From an optimization exercise on the open Yosys and OpenROAD flow, aimed at small area, a short achievable clock period and few clock cycles; shortcuts taken in it are not production practice. Function was checked by simulation only, so behaviour that the tests miss may differ from the original.

== v16 ==
==> flow/design.v (excerpt) <==
module ray_bounce_path_in_box (
    input  wire                 i_clk,
    input  wire                 i_rst_n,
    input  wire                 i_cfg_we,
    input  rbp_pkg::t_cfg_idx   i_cfg_idx,
    input  rbp_pkg::t_cfg_data  i_cfg_data,
    input  wire                 i_in_valid,
    output logic                o_in_stall,
    input  rbp_pkg::t_coord16   i_start_x,
    input  rbp_pkg::t_coord16   i_start_y,
    input  rbp_pkg::t_coord16   i_aim_x,
    input  rbp_pkg::t_coord16   i_aim_y,
    output logic                o_out_valid,
    input  wire                 i_out_stall,
    output rbp_pkg::t_coord16   o_seg_start_x,
    output rbp_pkg::t_coord16   o_seg_start_y,
    output rbp_pkg::t_coord16   o_seg_end_x,
    output rbp_pkg::t_coord16   o_seg_end_y,
    output rbp_pkg::t_seg_num   o_segment_number,
    output logic                o_over_speed,
    output logic                o_last_segment
);
    localparam logic [33:0] K_RST = 34'd256000000;   
  ...
Size in the first run: ~7000 cells after synthesis, about 440 flip-flops, roughly 160 I/O pins, ~0.057 mm2 of cells after synthesis.
Settings: LEC_CHECK=0, CAP_MARGIN=20, CORE_MARGIN=2, CORE_UTILIZATION=40, SETUP_SLACK_MARGIN=5, SLEW_MARGIN=20; clock period 12.5 ns.
run.sh (not shown) runs the stock make flow with config.mk's settings and CLKGATE_MAP_FILE= SYNTH_SCRIPT=/design/flow/synth_recipe.tcl, a recipe that flattens the netlist after the stock synthesis.
Testbench counts of v16, summed over its fixed seeds: cycles 17,728.
Relative to v16, the following input files were edited for v33:
--- a/flow/design.v
+++ b/flow/design.v
@@ -390,29 +390,29 @@
                         nst  = S_SQ2;
                     end
                 end
                 S_SQ2: begin
                     r_ex   <= w_res;
                     r_ma   <= r_p1[31:16];
                     r_mb   <= r_p1[31:16];
                     nst    = S_SQ3;
                 end
                 S_SQ3: begin
                     r_ey   <= w_res;
+                    r_p1   <= w_mul;
                     r_ma   <= r_p1[15:0];
                     r_mb   <= r_p1[15:0];
                     nst    = S_PREP;
                 end
                 S_PREP: begin
                     if (r_ovs == 2'd2) begin
-                        r_p1  <= r_prod;
                         r_ovs <= 2'd1;
                     end
                     r_ybot <= !w_top;
                     case (w_hk)
                         2'd0: begin
                             if (w_ofree && r_ovs != 2'd2) begin
                                 r_ov    <= 1'b1;
                                 nst     = S_IDLE;
                                 if (w_acc && r_prev) begin
                                     r_k <= 3'd0;
                                     nst = S_SQ1;
@@ -645,23 +645,23 @@
             end
             if (r_c_pdiv) begin
                 r_prod[31:0] <= w_dstep;
             end
             if (r_c_pmul) begin
                 r_prod <= w_mul;
             end
             r_c_fin  <= (nst == S_FIN);
             r_c_sq2  <= (nst == S_SQ2);
             r_c_sq3  <= (nst == S_SQ3);
             r_c_nodv <= (nst == S_NODV);
-            r_c_pmul <= (nst == S_SQ1) || (nst == S_SQ2) || (nst == S_SQ3) || (nst == S_MUL) || (nst == S_XM1) ||
+            r_c_pmul <= (nst == S_SQ1) || (nst == S_SQ2) || (nst == S_MUL) || (nst == S_XM1) ||
                         ((nst == S_PREP) && (r_st == S_SQ3)) ||
                         (nst == S_XM2) || (nst == S_XM3) || (nst == S_KB);
             r_c_pdiv <= (nst == S_DIV) || (nst == S_KD1) || (nst == S_KD2);
             r_st     <= nst;
             r_kdirty <= nkdirty;
             r_finacc <= ((nst == S_FIN) && w_lastnext) ||
                         ((nst == S_PREP) && (r_st != S_SQ3) && w_none_comb);
             r_stall  <= !((nst == S_IDLE) || ((nst == S_FIN) && w_lastnext) ||
                           ((nst == S_PREP) && (r_st != S_SQ3) && w_none_comb)) || nkdirty;
         end
     end
==> run summary <==
- Cell area after layout of v33 exceeds that of v16 slightly.
- Delta (v33 minus v16): final worst-path cycle share decreased 1.2 points; largest stage delay on the critical path went down by 0.24 ns; first-pass GRT wire length now sits higher; number of gates given a new drive strength after cts went down.
Testbench counts of v33, summed over its fixed seeds: cycles 17,728.

## separate check: timing with driven ports
The results above use ideal ports. As a check the final layouts listed here were re-extracted and re-timed, cells and wires unchanged. Step 1: set_driving_cell puts a clkbuf_16 on i_clk and a buf_2 on each other input, an assumption about the parent block. Step 2 moves the port delays by t, midway between the first and last clock arrival at a register: inputs arrive t later, outputs are due t later. That takes back most of the time a late clock gives input paths. a / b / c = ideal / step 1 / step 2; a / b = the first two.
run	shift t [ns]	setup WS [ns]	hold WS [ns]	worst setup path at the end	worst register clock-pin slew, ns
v16	0.793	4.993 / 4.993 / 4.988	0.461 / 0.461 / 0.461	input to register	0.07 / 0.07
v33	0.789	5.145 / 5.145 / 4.524	0.469 / 0.469 / 0.469	input to register	0.08 / 0.08
After both steps setup and hold are still met in every run listed. The setup slack of v33, which loses most, moves by 0.000 ns with the drivers and by -0.621 ns with both steps.
